This design comes from an exercise in tuning for small area, a short achievable clock period and few clock cycles per item on the open sky130 flow, not from production work. Function was not checked in any run shown here: the RTL went through the layout flow alone.

## flow/design.v (module list and top-level ports; edited modules follow where they fit)
// module iir_fa: 10 lines
// module iir_ha: 9 lines
// module iir_df1_biquad_axis: 1026 lines
module iir_df1_biquad_axis
#(
    parameter int unsigned coeff_width  = 16,
    parameter int unsigned inout_width  = 16,
    parameter int unsigned scale_factor = 14,
    parameter int          a1_int_coeff = -31880,
    parameter int          a2_int_coeff = 15531,
    parameter int          bo_int_coeff = 167,
    parameter int          b1_int_coeff = -302,
    parameter int          b2_int_coeff = 167
) (
    input  logic                          clk,
    input  logic                          rst,
    input  logic                          s_axis_tvalid,
    input  logic signed [inout_width-1:0] s_axis_tdata,
    output logic                          m_axis_tready,
    output logic signed [inout_width-1:0] m_axis_tdata,
    output logic                          m_axis_tvalid
);
  // ...
==> flow/run.sh <==
#!/bin/bash
# synth_recipe.tcl (not shown) runs the flow's synth.tcl, then flattens the netlist and writes it again
# the make line also repeats each setting of config.mk as NAME=value (left out here)
make -C /OpenROAD-flow-scripts/flow DESIGN_CONFIG=/design/flow/config.mk WORK_HOME=/design/flow/orfs CLKGATE_MAP_FILE= SYNTH_SCRIPT=/design/flow/synth_recipe.tcl finish
==> flow/config.mk <==
export PLATFORM = sky130hd
export DESIGN_NAME = iir_df1_biquad_axis
export DESIGN_NICKNAME = iir_df1_biquad_axis
export VERILOG_FILES = /design/flow/design.v
export SDC_FILE = /design/flow/constraint.sdc
export NUM_CORES = 4
export LEC_CHECK = 0
export ABC_AREA = 1
export CAP_MARGIN = 20
export CORE_MARGIN = 2
export CORE_UTILIZATION = 40
export CTS_BUF_LIST = sky130_fd_sc_hd__clkbuf_8
export SETUP_SLACK_MARGIN = 3.3
export SLEW_MARGIN = 20
export SYNTH_HIERARCHICAL = 1
export SYNTH_MINIMUM_KEEP_SIZE = 0
==> flow/constraint.sdc <==
create_clock -name core_clock -period 7.0 [get_ports {clk}]
set_input_delay 1.4000 -clock core_clock [delete_from_list [all_inputs] [get_ports {clk}]]
set_output_delay 1.4000 -clock core_clock [all_outputs]
set_load 0.01 [all_outputs]
==> flow_summary.toml, run 1 <==
[setup_path]
path_class = "reg -> reg"
cp.arrival_ns = 3.91
critPathCaptureType = "flip-flop"
worstRegToRegCells = 17
cp.buffers_inverters = 1
worst_ep_required_time_ns = 7.36
cp_cell_sequence = "fa_1 > fa_1 > fa_2 > nor2_4 > nor2_2 > nand2_2 > nor2_4 > nand2_1 > nand2_4 > a21oi_4 > nand2_4 > nand2_1 > nand2_4 > nand2_4 > nand3_1 > nand2_1 > inv_1"

[timing]
finalCriticalPeriod_ns = 3.55
fmax_mhz = 282
fin_ws_ns = 3.45
period_share_pct = 50.7

[yosys]
synth_top_area_share_pct = 36.2
ys.flop_type = "dfxtp_1"
yosys_warnings = 7
synth.area.mux_share_pct = 0
synth_compound_area_share_pct = 6.29
synth_commonest_cells = "nand2_1 (228), fa_1 (219), inv_1 (201)"
netlist_area_um2 = 12100
async_flop_share_pct = 0

[grt]
grt_use_met2_pct = 29.8
gr-usage-all-layers_pct = 18.0
grt_pass1_vias = 8328
grt_pass1_wl_um = 43900
grt_max_degree = 68
grt.overflow.total = 0

[run_status]
status = "timing/DRC/antenna clean"

[clock_tree]
clk-insertion-delay-late_ns = 0.46
h-tree-depth = 4
ctsHoldBuffers = 0
cts.repair.resized = 12
cts_buffer_depth = 2

[final_layout]
insertedDiodeCount = 0
final_common_cell = "nand2_1"
buffers = 52
dominant_cells = "multi-input combinational cells"

[placed_design]
dp_hpwl_um = 21400
dp_cells = 1673
dp_slack_ns = 2.90
gp_congestion = 0.835

[drt]
wl_per_cell_um = 15.9
vias_per_cell = 4.82
totalWireLength_um = 27500
==> inputs of run 2 (changes only) <==
--- a/flow/design.v
+++ b/flow/design.v
@@ -40,17 +40,17 @@
     output logic                          m_axis_tvalid
 );
     logic        v1_q, v2_q, v3_q;        
     logic [15:0] hx1_q, hx2_q;            
     logic [15:0] y1_q;                    
     logic [15:0] yb_q;                    
     logic signed [17:0] t_d, t_q;
     logic [31:0]  ga_d, ga_q;
-    logic [31:4] gb_d, gb_q;
+    logic [31:7] gb_d, gb_q;
     logic         gc_d, gc_q;
     logic         c29;
     logic [2:0]   top0, top1;
     logic         ok0, ok1, hi_ok, sgn;
     logic [15:0]  y_sat;
     logic tt1, tt2, tt3, tt4, tt5, tt6, tt7, tt8, tt9, tt10, tt11, tt12;
     logic tt13, tt14, tt15, tt16, tt17, tt18, tt19, tt20, tt21, tt22, tt23, tt24;
     logic tt25, tt26, tt27, tt28, tt29, tt30, tt31, tt32, tt33, tt34, tt35, tt36;
@@ -559,163 +559,186 @@
     assign gt393 = ~gt263;
     iir_fa u_gt394 (.a(gt393), .b(gt326), .c(gt327), .s(gt394), .co(gt395));
     assign gt396 = ~gt330;
     iir_fa u_gt397 (.a(gt396), .b(gt272), .c(gt328), .s(gt397), .co(gt398));
     assign gt399 = ~gt274;
     iir_fa u_gt400 (.a(gt332), .b(gt399), .c(gt331), .s(gt400), .co(gt401));
     iir_ha u_gt402 (.a(yb_q[12]), .b(gt334), .s(gt402), .co(gt403));
     assign gt404 = ~yb_q[12] & gt334;
-    logic [3:0] glg, glp;
+    logic [6:0] glg, glp;
     assign glg[0] = t_q[0] & yb_q[0];
     assign glp[0] = t_q[0] | yb_q[0];
     assign glg[1] = ~t_q[0] & ~gt335;
     assign glp[1] = ~t_q[0] | ~gt335;
     assign glg[2] = gt337 & gt339;
     assign glp[2] = gt337 | gt339;
     assign glg[3] = gt340 & gt342;
     assign glp[3] = gt340 | gt342;
+    assign glg[4] = gt343 & gt344;
+    assign glp[4] = gt343 | gt344;
+    assign glg[5] = gt345 & gt346;
+    assign glp[5] = gt345 | gt346;
+    assign glg[6] = gt347 & gt348;
+    assign glp[6] = gt347 | gt348;
     logic glG1, glP1;
     assign glG1 = glg[1] | (glp[1] & glg[0]);
     assign glP1 = glp[1] & glp[0];
     logic glG2, glP2;
     assign glG2 = glg[3] | (glp[3] & glg[2]);
     assign glP2 = glp[3] & glp[2];
     logic glG3, glP3;
-    assign glG3 = glg[2] | (glp[2] & glG1);
-    assign glP3 = glp[2] & glP1;
+    assign glG3 = glg[5] | (glp[5] & glg[4]);
+    assign glP3 = glp[5] & glp[4];
     logic glG4, glP4;
-    assign glG4 = glG2 | (glP2 & glG1);
-    assign glP4 = glP2 & glP1;
+    assign glG4 = glg[2] | (glp[2] & glG1);
+    assign glP4 = glp[2] & glP1;
+    logic glG5, glP5;
+    assign glG5 = glG2 | (glP2 & glG1);
+    assign glP5 = glP2 & glP1;
+    logic glG6, glP6;
+    assign glG6 = glg[6] | (glp[6] & glG3);
+    assign glP6 = glp[6] & glP3;
+    logic glG7, glP7;
+    assign glG7 = glg[4] | (glp[4] & glG5);
+    assign glP7 = glp[4] & glP5;
+    logic glG8, glP8;
+    assign glG8 = glG3 | (glP3 & glG5);
+    assign glP8 = glP3 & glP5;
+    logic glG9, glP9;
+    assign glG9 = glG6 | (glP6 & glG5);
+    assign glP9 = glP6 & glP5;
     logic glx0;
     iir_ha u_glx0 (.a(t_q[0]), .b(yb_q[0]), .s(glx0), .co());
     logic glx1;
     iir_ha u_glx1 (.a(~t_q[0]), .b(~gt335), .s(glx1), .co());
     logic glx2;
     iir_ha u_glx2 (.a(gt337), .b(gt339), .s(glx2), .co());
     logic glx3;
     iir_ha u_glx3 (.a(gt340), .b(gt342), .s(glx3), .co());
-    assign ga_d = {1'b1, 1'b0, ~yb_q[14], ~yb_q[13], gt404, gt401, ~gt398, ~gt395, ~gt392, ~gt389, ~gt386, gt383, gt380, ~gt377, gt374, gt371, gt368, gt365, gt362, gt359, gt357, gt355, gt353, gt351, gt349, gt347, gt345, gt343, (glx3 ^ glG3), (glx2 ^ glG1), (glx1 ^ glg[0]), (glx0 ^ 1'b0)};
-    assign gb_d = {1'b0, 1'b0, yb_q[15], yb_q[14], yb_q[13], ~gt402, gt400, ~gt397, ~gt394, ~gt391, ~gt388, ~gt385, gt382, gt379, ~gt376, gt373, gt370, gt367, gt364, gt361, gt358, gt356, gt354, gt352, gt350, gt348, gt346, gt344};
-    assign gc_d = glG4;
+    logic glx4;
+    iir_ha u_glx4 (.a(gt343), .b(gt344), .s(glx4), .co());
+    logic glx5;
+    iir_ha u_glx5 (.a(gt345), .b(gt346), .s(glx5), .co());
+    logic glx6;
+    iir_ha u_glx6 (.a(gt347), .b(gt348), .s(glx6), .co());
+    assign ga_d = {1'b1, 1'b0, ~yb_q[14], ~yb_q[13], gt404, gt401, ~gt398, ~gt395, ~gt392, ~gt389, ~gt386, gt383, gt380, ~gt377, gt374, gt371, gt368, gt365, gt362, gt359, gt357, gt355, gt353, gt351, gt349, (glx6 ^ glG8), (glx5 ^ glG7), (glx4 ^ glG5), (glx3 ^ glG4), (glx2 ^ glG1), (glx1 ^ glg[0]), (glx0 ^ 1'b0)};
+    assign gb_d = {1'b0, 1'b0, yb_q[15], yb_q[14], yb_q[13], ~gt402, gt400, ~gt397, ~gt394, ~gt391, ~gt388, ~gt385, gt382, gt379, ~gt376, gt373, gt370, gt367, gt364, gt361, gt358, gt356, gt354, gt352, gt350};
+    assign gc_d = glG9;
     logic lt1, lt2, lt3, lt4, lt5, lt6, lt7, lt8, lt9, lt10, lt11, lt12;
     logic lt13, lt14, lt15, lt16, lt17, lt18, lt19, lt20, lt21, lt22, lt23, lt24;
     logic lt25, lt26, lt27, lt28, lt29, lt30, lt31, lt32, lt33, lt34, lt35, lt36;
     logic lt37, lt38, lt39, lt40, lt41, lt42, lt43, lt44, lt45, lt46, lt47, lt48;
     logic lt49, lt50, lt51, lt52, lt53, lt54, lt55, lt56, lt57, lt58, lt59, lt60;
     logic lt61, lt62, lt63, lt64, lt65, lt66, lt67, lt68, lt69, lt70, lt71, lt72;
     logic lt73, lt74, lt75, lt76, lt77, lt78, lt79, lt80, lt81, lt82, lt83, lt84;
     logic lt85, lt86, lt87, lt88, lt89, lt90, lt91, lt92, lt93, lt94, lt95, lt96;
     logic lt97, lt98, lt99, lt100, lt101, lt102, lt103, lt104, lt105, lt106, lt107, lt108;
     logic lt109, lt110, lt111, lt112, lt113, lt114, lt115, lt116, lt117, lt118, lt119, lt120;
     logic lt121, lt122, lt123, lt124, lt125, lt126, lt127, lt128, lt129, lt130, lt131, lt132;
     logic lt133, lt134, lt135, lt136, lt137, lt138, lt139, lt140, lt141, lt142, lt143, lt144;
     logic lt145, lt146, lt147, lt148, lt149, lt150, lt151, lt152, lt153, lt154, lt155, lt156;
     logic lt157, lt158, lt159, lt160, lt161, lt162, lt163, lt164, lt165, lt166, lt167, lt168;
-    logic lt169, lt170, lt171, lt172, lt173, lt174;
-    iir_ha u_lt1 (.a(ga_q[10]), .b(gb_q[10]), .s(lt1), .co(lt2));
-    iir_fa u_lt3 (.a(ga_q[11]), .b(gb_q[11]), .c(y1_q[8]), .s(lt3), .co(lt4));
-    iir_fa u_lt5 (.a(ga_q[12]), .b(gb_q[12]), .c(y1_q[9]), .s(lt5), .co(lt6));
-    iir_fa u_lt7 (.a(ga_q[13]), .b(gb_q[13]), .c(y1_q[10]), .s(lt7), .co(lt8));
-    iir_fa u_lt9 (.a(ga_q[14]), .b(gb_q[14]), .c(y1_q[11]), .s(lt9), .co(lt10));
-    iir_fa u_lt11 (.a(ga_q[15]), .b(gb_q[15]), .c(y1_q[12]), .s(lt11), .co(lt12));
-    iir_ha u_lt13 (.a(y1_q[8]), .b(y1_q[0]), .s(lt13), .co(lt14));
-    iir_fa u_lt15 (.a(ga_q[16]), .b(gb_q[16]), .c(y1_q[13]), .s(lt15), .co(lt16));
-    assign lt17 = ~y1_q[6];
-    iir_fa u_lt18 (.a(y1_q[9]), .b(y1_q[1]), .c(lt17), .s(lt18), .co(lt19));
-    iir_fa u_lt20 (.a(ga_q[17]), .b(gb_q[17]), .c(y1_q[14]), .s(lt20), .co(lt21));
-    assign lt22 = ~y1_q[7];
-    iir_fa u_lt23 (.a(y1_q[10]), .b(y1_q[2]), .c(lt22), .s(lt23), .co(lt24));
-    iir_fa u_lt25 (.a(ga_q[18]), .b(gb_q[18]), .c(y1_q[11]), .s(lt25), .co(lt26));
-    assign lt27 = ~y1_q[3];
-    iir_fa u_lt28 (.a(lt27), .b(y1_q[15]), .c(y1_q[8]), .s(lt28), .co(lt29));
-    iir_fa u_lt30 (.a(ga_q[19]), .b(gb_q[19]), .c(y1_q[12]), .s(lt30), .co(lt31));
-    iir_ha u_lt32 (.a(y1_q[4]), .b(y1_q[9]), .s(lt32), .co(lt33));
-    assign lt34 = y1_q[4] & ~y1_q[9];
-    iir_fa u_lt35 (.a(ga_q[20]), .b(gb_q[20]), .c(y1_q[13]), .s(lt35), .co(lt36));
-    iir_ha u_lt37 (.a(y1_q[5]), .b(y1_q[10]), .s(lt37), .co(lt38));
-    assign lt39 = y1_q[5] & ~y1_q[10];
-    iir_fa u_lt40 (.a(ga_q[21]), .b(gb_q[21]), .c(y1_q[14]), .s(lt40), .co(lt41));
-    iir_ha u_lt42 (.a(y1_q[6]), .b(y1_q[11]), .s(lt42), .co(lt43));
-    assign lt44 = y1_q[6] & ~y1_q[11];
-    iir_fa u_lt45 (.a(ga_q[22]), .b(gb_q[22]), .c(y1_q[7]), .s(lt45), .co(lt46));
-    iir_ha u_lt47 (.a(y1_q[15]), .b(y1_q[12]), .s(lt47), .co(lt48));
-    assign lt49 = ~(y1_q[15] | y1_q[12]);
-    iir_fa u_lt50 (.a(ga_q[23]), .b(gb_q[23]), .c(y1_q[8]), .s(lt50), .co(lt51));
-    iir_ha u_lt52 (.a(ga_q[24]), .b(gb_q[24]), .s(lt52), .co(lt53));
-    iir_ha u_lt54 (.a(ga_q[25]), .b(gb_q[25]), .s(lt54), .co(lt55));
-    iir_ha u_lt56 (.a(ga_q[4]), .b(gb_q[4]), .s(lt56), .co(lt57));
-    iir_ha u_lt58 (.a(ga_q[5]), .b(gb_q[5]), .s(lt58), .co(lt59));
-    iir_ha u_lt60 (.a(ga_q[6]), .b(gb_q[6]), .s(lt60), .co(lt61));
-    iir_fa u_lt62 (.a(ga_q[7]), .b(gb_q[7]), .c(y1_q[4]), .s(lt62), .co(lt63));
-    iir_fa u_lt64 (.a(ga_q[8]), .b(gb_q[8]), .c(y1_q[5]), .s(lt64), .co(lt65));
-    iir_fa u_lt66 (.a(ga_q[9]), .b(gb_q[9]), .c(y1_q[6]), .s(lt66), .co(lt67));
-    iir_fa u_lt68 (.a(y1_q[7]), .b(y1_q[3]), .c(lt1), .s(lt68), .co(lt69));
-    assign lt70 = ~y1_q[1];
-    iir_fa u_lt71 (.a(y1_q[4]), .b(lt70), .c(lt2), .s(lt71), .co(lt72));
-    iir_fa u_lt73 (.a(y1_q[5]), .b(lt4), .c(lt5), .s(lt73), .co(lt74));
-    iir_fa u_lt75 (.a(y1_q[6]), .b(lt6), .c(lt7), .s(lt75), .co(lt76));
-    iir_fa u_lt77 (.a(y1_q[7]), .b(lt8), .c(lt9), .s(lt77), .co(lt78));
-    iir_fa u_lt79 (.a(lt13), .b(lt10), .c(lt11), .s(lt79), .co(lt80));
-    iir_fa u_lt81 (.a(lt14), .b(lt12), .c(lt15), .s(lt81), .co(lt82));
-    iir_fa u_lt83 (.a(lt16), .b(lt20), .c(lt19), .s(lt83), .co(lt84));
-    iir_fa u_lt85 (.a(lt21), .b(lt25), .c(lt24), .s(lt85), .co(lt86));
-    assign lt87 = ~lt32;
-    iir_fa u_lt88 (.a(lt87), .b(lt26), .c(lt30), .s(lt88), .co(lt89));
-    iir_fa u_lt90 (.a(lt34), .b(lt31), .c(lt35), .s(lt90), .co(lt91));
-    iir_fa u_lt92 (.a(lt39), .b(lt36), .c(lt40), .s(lt92), .co(lt93));
-    iir_fa u_lt94 (.a(lt44), .b(lt47), .c(lt41), .s(lt94), .co(lt95));
-    iir_fa u_lt96 (.a(lt49), .b(lt46), .c(lt50), .s(lt96), .co(lt97));
+    iir_ha u_lt1 (.a(ga_q[7]), .b(gb_q[7]), .s(lt1), .co(lt2));
+    iir_ha u_lt3 (.a(ga_q[8]), .b(gb_q[8]), .s(lt3), .co(lt4));
+    iir_ha u_lt5 (.a(ga_q[9]), .b(gb_q[9]), .s(lt5), .co(lt6));
+    iir_fa u_lt7 (.a(ga_q[10]), .b(gb_q[10]), .c(y1_q[7]), .s(lt7), .co(lt8));
+    iir_fa u_lt9 (.a(ga_q[11]), .b(gb_q[11]), .c(y1_q[8]), .s(lt9), .co(lt10));
+    iir_fa u_lt11 (.a(ga_q[12]), .b(gb_q[12]), .c(y1_q[9]), .s(lt11), .co(lt12));
+    iir_fa u_lt13 (.a(ga_q[13]), .b(gb_q[13]), .c(y1_q[10]), .s(lt13), .co(lt14));
+    iir_fa u_lt15 (.a(ga_q[14]), .b(gb_q[14]), .c(y1_q[11]), .s(lt15), .co(lt16));
+    iir_fa u_lt17 (.a(ga_q[15]), .b(gb_q[15]), .c(y1_q[12]), .s(lt17), .co(lt18));
+    iir_ha u_lt19 (.a(y1_q[8]), .b(y1_q[0]), .s(lt19), .co(lt20));
+    iir_fa u_lt21 (.a(ga_q[16]), .b(gb_q[16]), .c(y1_q[13]), .s(lt21), .co(lt22));
+    assign lt23 = ~y1_q[6];
+    iir_fa u_lt24 (.a(y1_q[9]), .b(y1_q[1]), .c(lt23), .s(lt24), .co(lt25));
+    iir_fa u_lt26 (.a(ga_q[17]), .b(gb_q[17]), .c(y1_q[14]), .s(lt26), .co(lt27));
+    assign lt28 = ~y1_q[7];
+    iir_fa u_lt29 (.a(y1_q[10]), .b(y1_q[2]), .c(lt28), .s(lt29), .co(lt30));
+    iir_fa u_lt31 (.a(ga_q[18]), .b(gb_q[18]), .c(y1_q[11]), .s(lt31), .co(lt32));
+    assign lt33 = ~y1_q[3];
+    iir_fa u_lt34 (.a(lt33), .b(y1_q[15]), .c(y1_q[8]), .s(lt34), .co(lt35));
+    iir_fa u_lt36 (.a(ga_q[19]), .b(gb_q[19]), .c(y1_q[12]), .s(lt36), .co(lt37));
+    iir_ha u_lt38 (.a(y1_q[4]), .b(y1_q[9]), .s(lt38), .co(lt39));
+    assign lt40 = y1_q[4] & ~y1_q[9];
+    iir_fa u_lt41 (.a(ga_q[20]), .b(gb_q[20]), .c(y1_q[13]), .s(lt41), .co(lt42));
+    iir_ha u_lt43 (.a(y1_q[5]), .b(y1_q[10]), .s(lt43), .co(lt44));
+    assign lt45 = y1_q[5] & ~y1_q[10];
+    iir_fa u_lt46 (.a(ga_q[21]), .b(gb_q[21]), .c(y1_q[14]), .s(lt46), .co(lt47));
+    iir_ha u_lt48 (.a(y1_q[6]), .b(y1_q[11]), .s(lt48), .co(lt49));
+    assign lt50 = y1_q[6] & ~y1_q[11];
+    iir_fa u_lt51 (.a(ga_q[22]), .b(gb_q[22]), .c(y1_q[7]), .s(lt51), .co(lt52));
+    iir_ha u_lt53 (.a(y1_q[15]), .b(y1_q[12]), .s(lt53), .co(lt54));
+    assign lt55 = ~(y1_q[15] | y1_q[12]);
+    iir_fa u_lt56 (.a(ga_q[23]), .b(gb_q[23]), .c(y1_q[8]), .s(lt56), .co(lt57));
+    iir_ha u_lt58 (.a(ga_q[24]), .b(gb_q[24]), .s(lt58), .co(lt59));
+    iir_ha u_lt60 (.a(ga_q[25]), .b(gb_q[25]), .s(lt60), .co(lt61));
+    iir_ha u_lt62 (.a(gc_q), .b(y1_q[4]), .s(lt62), .co(lt63));
+    iir_fa u_lt64 (.a(y1_q[5]), .b(y1_q[1]), .c(lt2), .s(lt64), .co(lt65));
+    iir_fa u_lt66 (.a(y1_q[6]), .b(y1_q[2]), .c(lt4), .s(lt66), .co(lt67));
+    assign lt68 = ~y1_q[0];
+    iir_fa u_lt69 (.a(y1_q[3]), .b(lt68), .c(lt6), .s(lt69), .co(lt70));
+    iir_fa u_lt71 (.a(y1_q[4]), .b(lt8), .c(lt9), .s(lt71), .co(lt72));
+    iir_fa u_lt73 (.a(y1_q[5]), .b(lt10), .c(lt11), .s(lt73), .co(lt74));
+    iir_fa u_lt75 (.a(y1_q[6]), .b(lt12), .c(lt13), .s(lt75), .co(lt76));
+    iir_fa u_lt77 (.a(y1_q[7]), .b(lt14), .c(lt15), .s(lt77), .co(lt78));
+    iir_fa u_lt79 (.a(lt19), .b(lt16), .c(lt17), .s(lt79), .co(lt80));
+    iir_fa u_lt81 (.a(lt20), .b(lt18), .c(lt21), .s(lt81), .co(lt82));
+    iir_fa u_lt83 (.a(lt22), .b(lt26), .c(lt25), .s(lt83), .co(lt84));
+    iir_fa u_lt85 (.a(lt27), .b(lt31), .c(lt30), .s(lt85), .co(lt86));
+    assign lt87 = ~lt38;
+    iir_fa u_lt88 (.a(lt87), .b(lt32), .c(lt36), .s(lt88), .co(lt89));
+    iir_fa u_lt90 (.a(lt40), .b(lt37), .c(lt41), .s(lt90), .co(lt91));
+    iir_fa u_lt92 (.a(lt45), .b(lt42), .c(lt46), .s(lt92), .co(lt93));
+    iir_fa u_lt94 (.a(lt50), .b(lt53), .c(lt47), .s(lt94), .co(lt95));
+    iir_fa u_lt96 (.a(lt55), .b(lt52), .c(lt56), .s(lt96), .co(lt97));
     assign lt98 = ~y1_q[14];
-    iir_fa u_lt99 (.a(y1_q[9]), .b(lt98), .c(lt52), .s(lt99), .co(lt100));
-    iir_fa u_lt101 (.a(y1_q[15]), .b(y1_q[10]), .c(lt53), .s(lt101), .co(lt102));
+    iir_fa u_lt99 (.a(y1_q[9]), .b(lt98), .c(lt58), .s(lt99), .co(lt100));
+    iir_fa u_lt101 (.a(y1_q[15]), .b(y1_q[10]), .c(lt59), .s(lt101), .co(lt102));
     iir_fa u_lt103 (.a(ga_q[26]), .b(gb_q[26]), .c(y1_q[11]), .s(lt103), .co(lt104));
     iir_ha u_lt105 (.a(ga_q[27]), .b(gb_q[27]), .s(lt105), .co(lt106));
     iir_ha u_lt107 (.a(ga_q[28]), .b(gb_q[28]), .s(lt107), .co(lt108));
     iir_ha u_lt109 (.a(ga_q[29]), .b(gb_q[29]), .s(lt109), .co(lt110));
-    iir_ha u_lt111 (.a(gc_q), .b(y1_q[1]), .s(lt111), .co(lt112));
-    iir_fa u_lt113 (.a(y1_q[2]), .b(lt57), .c(lt58), .s(lt113), .co(lt114));
-    iir_fa u_lt115 (.a(y1_q[3]), .b(lt59), .c(lt60), .s(lt115), .co(lt116));
-    iir_fa u_lt117 (.a(y1_q[0]), .b(lt61), .c(lt62), .s(lt117), .co(lt118));
-    iir_fa u_lt119 (.a(y1_q[1]), .b(lt63), .c(lt64), .s(lt119), .co(lt120));
-    iir_fa u_lt121 (.a(y1_q[2]), .b(lt65), .c(lt66), .s(lt121), .co(lt122));
-    assign lt123 = ~y1_q[0];
-    iir_fa u_lt124 (.a(lt123), .b(lt67), .c(lt68), .s(lt124), .co(lt125));
-    iir_fa u_lt126 (.a(lt3), .b(lt69), .c(lt71), .s(lt126), .co(lt127));
-    assign lt128 = ~y1_q[2];
-    iir_fa u_lt129 (.a(lt128), .b(lt72), .c(lt73), .s(lt129), .co(lt130));
-    iir_fa u_lt131 (.a(lt27), .b(lt74), .c(lt75), .s(lt131), .co(lt132));
-    assign lt133 = ~y1_q[4];
-    iir_fa u_lt134 (.a(lt133), .b(lt76), .c(lt77), .s(lt134), .co(lt135));
-    assign lt136 = ~y1_q[5];
-    iir_fa u_lt137 (.a(lt136), .b(lt78), .c(lt79), .s(lt137), .co(lt138));
-    iir_fa u_lt139 (.a(lt18), .b(lt80), .c(lt81), .s(lt139), .co(lt140));
-    iir_fa u_lt141 (.a(lt23), .b(lt82), .c(lt83), .s(lt141), .co(lt142));
-    assign lt143 = ~lt28;
-    iir_fa u_lt144 (.a(lt143), .b(lt84), .c(lt85), .s(lt144), .co(lt145));
-    assign lt146 = ~lt29;
-    iir_fa u_lt147 (.a(lt146), .b(lt88), .c(lt86), .s(lt147), .co(lt148));
-    assign lt149 = ~lt37;
-    iir_fa u_lt150 (.a(lt149), .b(lt89), .c(lt90), .s(lt150), .co(lt151));
-    assign lt152 = ~lt42;
-    iir_fa u_lt153 (.a(lt152), .b(lt91), .c(lt92), .s(lt153), .co(lt154));
-    iir_fa u_lt155 (.a(lt45), .b(lt93), .c(lt94), .s(lt155), .co(lt156));
-    assign lt157 = ~y1_q[13];
-    iir_fa u_lt158 (.a(lt157), .b(lt95), .c(lt96), .s(lt158), .co(lt159));
-    iir_fa u_lt160 (.a(lt51), .b(lt99), .c(lt97), .s(lt160), .co(lt161));
-    iir_fa u_lt162 (.a(lt54), .b(lt100), .c(lt101), .s(lt162), .co(lt163));
-    iir_fa u_lt164 (.a(lt55), .b(lt103), .c(lt102), .s(lt164), .co(lt165));
-    iir_fa u_lt166 (.a(y1_q[12]), .b(lt105), .c(lt104), .s(lt166), .co(lt167));
-    iir_fa u_lt168 (.a(y1_q[13]), .b(lt106), .c(lt107), .s(lt168), .co(lt169));
-    iir_fa u_lt170 (.a(y1_q[14]), .b(lt108), .c(lt109), .s(lt170), .co(lt171));
-    iir_ha u_lt172 (.a(y1_q[15]), .b(lt110), .s(lt172), .co(lt173));
-    assign lt174 = ~y1_q[15] & lt110;
+    iir_ha u_lt111 (.a(y1_q[0]), .b(lt62), .s(lt111), .co(lt112));
+    iir_fa u_lt113 (.a(lt63), .b(lt3), .c(lt64), .s(lt113), .co(lt114));
+    iir_fa u_lt115 (.a(lt5), .b(lt65), .c(lt66), .s(lt115), .co(lt116));
+    iir_fa u_lt117 (.a(lt7), .b(lt67), .c(lt69), .s(lt117), .co(lt118));
+    assign lt119 = ~y1_q[1];
+    iir_fa u_lt120 (.a(lt119), .b(lt70), .c(lt71), .s(lt120), .co(lt121));
+    assign lt122 = ~y1_q[2];
+    iir_fa u_lt123 (.a(lt122), .b(lt72), .c(lt73), .s(lt123), .co(lt124));
+    iir_fa u_lt125 (.a(lt33), .b(lt74), .c(lt75), .s(lt125), .co(lt126));
+    assign lt127 = ~y1_q[4];
+    iir_fa u_lt128 (.a(lt127), .b(lt76), .c(lt77), .s(lt128), .co(lt129));
+    assign lt130 = ~y1_q[5];
+    iir_fa u_lt131 (.a(lt130), .b(lt78), .c(lt79), .s(lt131), .co(lt132));
+    iir_fa u_lt133 (.a(lt24), .b(lt80), .c(lt81), .s(lt133), .co(lt134));
+    iir_fa u_lt135 (.a(lt29), .b(lt82), .c(lt83), .s(lt135), .co(lt136));
+    assign lt137 = ~lt34;
+    iir_fa u_lt138 (.a(lt137), .b(lt84), .c(lt85), .s(lt138), .co(lt139));
+    assign lt140 = ~lt35;
+    iir_fa u_lt141 (.a(lt140), .b(lt88), .c(lt86), .s(lt141), .co(lt142));
+    assign lt143 = ~lt43;
+    iir_fa u_lt144 (.a(lt143), .b(lt89), .c(lt90), .s(lt144), .co(lt145));
+    assign lt146 = ~lt48;
+    iir_fa u_lt147 (.a(lt146), .b(lt91), .c(lt92), .s(lt147), .co(lt148));
+    iir_fa u_lt149 (.a(lt51), .b(lt93), .c(lt94), .s(lt149), .co(lt150));
+    assign lt151 = ~y1_q[13];
+    iir_fa u_lt152 (.a(lt151), .b(lt95), .c(lt96), .s(lt152), .co(lt153));
+    iir_fa u_lt154 (.a(lt57), .b(lt99), .c(lt97), .s(lt154), .co(lt155));
+    iir_fa u_lt156 (.a(lt60), .b(lt100), .c(lt101), .s(lt156), .co(lt157));
+    iir_fa u_lt158 (.a(lt61), .b(lt103), .c(lt102), .s(lt158), .co(lt159));
+    iir_fa u_lt160 (.a(y1_q[12]), .b(lt105), .c(lt104), .s(lt160), .co(lt161));
+    iir_fa u_lt162 (.a(y1_q[13]), .b(lt106), .c(lt107), .s(lt162), .co(lt163));
+    iir_fa u_lt164 (.a(y1_q[14]), .b(lt108), .c(lt109), .s(lt164), .co(lt165));
+    iir_ha u_lt166 (.a(y1_q[15]), .b(lt110), .s(lt166), .co(lt167));
+    assign lt168 = ~y1_q[15] & lt110;
     logic [31:0] la, lb;
-    assign la = {lt174, lt171, lt169, lt167, lt165, lt163, lt161, lt159, lt156, lt154, lt151, lt148, lt145, lt142, lt140, lt138, lt135, lt132, lt130, lt127, lt125, lt122, lt120, lt118, lt116, lt114, lt112, lt111, ga_q[3], ga_q[2], ga_q[1], ga_q[0]};
-    assign lb = {1'b1, ~lt172, lt170, lt168, lt166, lt164, lt162, lt160, lt158, lt155, lt153, lt150, lt147, lt144, lt141, lt139, lt137, lt134, lt131, lt129, lt126, lt124, lt121, lt119, lt117, lt115, lt113, lt56, y1_q[0], 1'b0, 1'b0, 1'b0};
+    assign la = {lt168, lt165, lt163, lt161, lt159, lt157, lt155, lt153, lt150, lt148, lt145, lt142, lt139, lt136, lt134, lt132, lt129, lt126, lt124, lt121, lt118, lt116, lt114, lt112, lt111, ga_q[6], ga_q[5], ga_q[4], ga_q[3], ga_q[2], ga_q[1], ga_q[0]};
+    assign lb = {1'b1, ~lt166, lt164, lt162, lt160, lt158, lt156, lt154, lt152, lt149, lt147, lt144, lt141, lt138, lt135, lt133, lt131, lt128, lt125, lt123, lt120, lt117, lt115, lt113, lt1, y1_q[3], y1_q[2], y1_q[1], y1_q[0], 1'b0, 1'b0, 1'b0};
     logic [28:14] cs;
     logic [28:0] lcg, lcp;
     assign lcg[0] = la[0] & lb[0];
     assign lcp[0] = la[0] | lb[0];
     assign lcg[1] = la[1] & lb[1];
     assign lcp[1] = la[1] | lb[1];
     assign lcg[2] = la[2] & lb[2];
     assign lcp[2] = la[2] | lb[2];
--- a/flow/config.mk
+++ b/flow/config.mk
@@ -5,12 +5,12 @@
 export SDC_FILE = /design/flow/constraint.sdc
 export NUM_CORES = 4
 export LEC_CHECK = 0
 export ABC_AREA = 1
 export CAP_MARGIN = 20
 export CORE_MARGIN = 2
 export CORE_UTILIZATION = 40
 export CTS_BUF_LIST = sky130_fd_sc_hd__clkbuf_8
-export SETUP_SLACK_MARGIN = 3.3
+export SETUP_SLACK_MARGIN = 3.0
 export SLEW_MARGIN = 20
 export SYNTH_HIERARCHICAL = 1
 export SYNTH_MINIMUM_KEEP_SIZE = 0
==> run 2 against run 1 <==
  * Still clean
  * Non-clock buffer count is 14 lower
  * Fmax is 3.3% lower
  * First-iteration DRC count is 42% lower
  * Via count is 5.2% lower
  * Critical endpoint is now y1_q[13]
  * Largest cell class unchanged
==> flow_summary.toml, run 2 <==
[timing]
finalSetupViolCount = 0
finalCriticalPeriod_ns = 3.67
fin_ws_ns = 3.33
finClkSkew_ns = 0.0181
fmax_mhz = 272
period_share_pct = 52.5
slew_viol_final = 0
rsz0062_at_grt = "false"
tightestPinTransition_ns = 1.03
relSlewSlack_pct = 31.1
tns_ns = 0
whs_ns = 0.528
hold_violations = 0

[drt]
vias = 7877
first_pass_iters = 4
met3_length_um = 963
topRoutingLayerUsed = "met4"
vias_per_cell = 4.67
totalWireLength_um = 26100
wl_per_cell_um = 15.5
drc = 0
postRouteAntennaNets = 0
drtIter0Drc = 313
wl_met2_um = 11800
wl_met1_um = 13100

[yosys]
netlist_area_um2 = 12000
yosys_warnings = 7
ys_types = 40
async_flop_share_pct = 0
ys.flop_type = "dfxtp_1"
yosys-top-cells-area = "fa_1 (36%), dfxtp_1 (23%), ha_1 (9.9%), inv_1 (6.3%), nand2_1 (5.3%)"
ys_seq_area_share_pct = 22.7
synth_edf_count = 0
synth_nets = 1582
synth.most_common_cell = "fa_1"
synth_top_area_share_pct = 36.0
synth_seq_cells = 136
synth_commonest_cells = "fa_1 (216), inv_1 (201), nand2_1 (169)"
syn_area_per_cell_um2 = 9.60
syn-instance-count = 1252
yosysTopAreaCell = "fa_1"

[setup_path]
reg2reg_to = "y1_q[13]"
timing.reg2reg.setup_slack_ns = 3.33
worstRegToRegCells = 16
cp_max_fo = 15
path_class = "reg -> reg"
timing.rr.start = "y1_q[11]"
worst_ep_required_time_ns = 7.36
cp-start-kind = "flip-flop"
critPathCaptureType = "flip-flop"
cp.arrival_ns = 4.03

[clock_tree]
ctsHoldBuffers = 0
h-tree-depth = 4
cts_buffer_depth = 2
cts_buffers = 17
clk-insertion-delay-late_ns = 0.46
root_buffer = "clkbuf_8"
cts_tree = "done"
clkTransAtPathRegs_ns = 0.09
cts_sinks = 136

[final_layout]
final_common_cell = "fa_1"
largest_register_ffs = 27
post-route-util_pct = 44.6
area_growth_pct = 9.92
regMostFlops = "ga_q"
reg_top3 = "ga_q (27), gb_q (23), t_q (18)"
fin_nets = 1615
insertedDiodeCount = 0
mostFrequentLayoutCells = "fa_1 (216), inv_1 (200), nand2_1 (169)"
stdcell_count = 1688
final_cell_area_um2 = 13200
drive_gt1_share_pct = 9.24

[placed_design]
dp_hpwl_um = 21400
dp_cells = 1656
gp_congestion = 0.813
dp_slack_ns = 3.13
post_dp_cell_area_um2 = 12700
io_buffers = 35

[die]
start_util_pct = 40.5
die_area_um2 = 31400
die_x_um = 177
core_area_um2 = 29600
pin_count = 37
die_height_um = 177
row_count = 63

[run_status]
status = "timing/DRC/antenna clean"

[run]
drv_cap = 0

[grt]
antenna_found_initial = 0
grt_pass1_vias = 8248
grt_max_degree = 46
grt.overflow.total = 0
grt_pass1_wl_um = 43700
gr-usage-all-layers_pct = 18.0

[min_path]
hold_end = "hx2_q[11]"
hold_class = "reg -> reg"
min_path_cells = 2
worstHoldStart = "hx2_q[11]"
-- run 2: cell count changes after synthesis, sizes merged, moves of 5 or more --
cell,before,now
nand2,254,205
nor2,105,127
o21ai,24,76
a21oi,86,69
buf,13,8
nand3,56,39
a211oi,14,0
-- run 2: per-layer routing --
layer / vias up / global-route usage, %
li1: 3903 / -
met2: 131 / 28.2
met3: 14 / 3.04
met4: 0 / 3.21
met5: - / 0
met1: 3829 / 26.4
-- run 2: layout make-up --
| class | count | area, µm² |
|---|---|---|
| multi-input cells | 887 | 8410 |
| fillers | 2835 | 16400 |
| repair buffers | 38 | 373 |
| clock buffers | 18 | 248 |
| well taps | 390 | 488 |
| flip-flops and latches | 136 | 2730 |
| inverters | 205 | 769 |
| clock inverters | 14 | 184 |
-- run 2: Yosys stat by module (local to each module, per instance) --
module	cell area, µm²	cells	times used	flops+latches
iir_fa	20.0	1	215	0
iir_df1_biquad_axis	6530	943	1	136
iir_ha	12.5	1	94	0
-- run 2: worst max-delay path, cell delays in order (launching register included) --
cell and delay [ns]:
dfxtp_2 0.47, fa_1 0.47, fa_1 0.47, fa_1 0.57, nor2_1 0.08, nor2_1 0.13, nand2_1 0.09, nor2_1 0.10
nand2_1 0.07, nand2_2 0.27, nand2_4 0.12, nand3_1 0.12, nand2_2 0.11, nand2_8 0.18, nand2_1 0.10, o21ai_0 0.17
inv_1 0.05
-- run 2: timing repair --
action	4_1_cts	5_1_grt
endpoints found under the setup margin	0	30
hold endpoints to repair	0	0
gates resized for setup	0	11
buffers inserted	0	0
-- run 2: how the worst max path moves through the flow --
stage / startpoint / end
after floorplan: y1_q[12] / y1_q[0]
after global placement: s_axis_tdata[2] / t_q[17]
after detailed placement: s_axis_tdata[2] / t_q[17]
after CTS: y1_q[11] / yb_q[2]
after global routing: y1_q[11] / y1_q[11]
final: y1_q[11] / y1_q[13]
-- run 2: cells by family after synthesis --
| kind of cell | Yosys count | share of synthesized area (%) |
|---|---|---|
| AND/OR/NAND/NOR | 387 | 14.5 |
| adder cells (fa/ha/maj) | 312 | 46.0 |
| buffers and inverters | 229 | 7.45 |
| AO/OA/AOI/OAI | 164 | 7.69 |
| flip-flops | 136 | 22.7 |
| XOR/XNOR | 23 | 1.68 |
| other | 1 | 0.0312 |

re-timing with driven ports:
How much do the figures lean on ideal ports? The routed layouts below were timed once more, with nothing changed but the port constraints. Step 1 assumes that a clkbuf_16 drives the clock port and a buf_2 every other input. Step 2 moves the port delays by t, midway between the first and last clock arrival at a register: inputs arrive t later, outputs are due t later. That takes back most of the time a late clock gives input paths. Three values: ideal ports, drivers, drivers and shift; two values: the first two.
run	shift t [ns]	setup slack, ns	slew at the worst register clock pin (ns)	cell pins on the clock port's net
run 1	0.490	3.448 / 3.448 / 3.212	0.09 / 0.09	1
run 2	0.488	3.326 / 3.326 / 3.142	0.09 / 0.09	1
After both steps setup and hold are still met in every run listed. The setup slack of run 1, which loses most, moves by 0.000 ns with the drivers and by -0.236 ns with both steps.
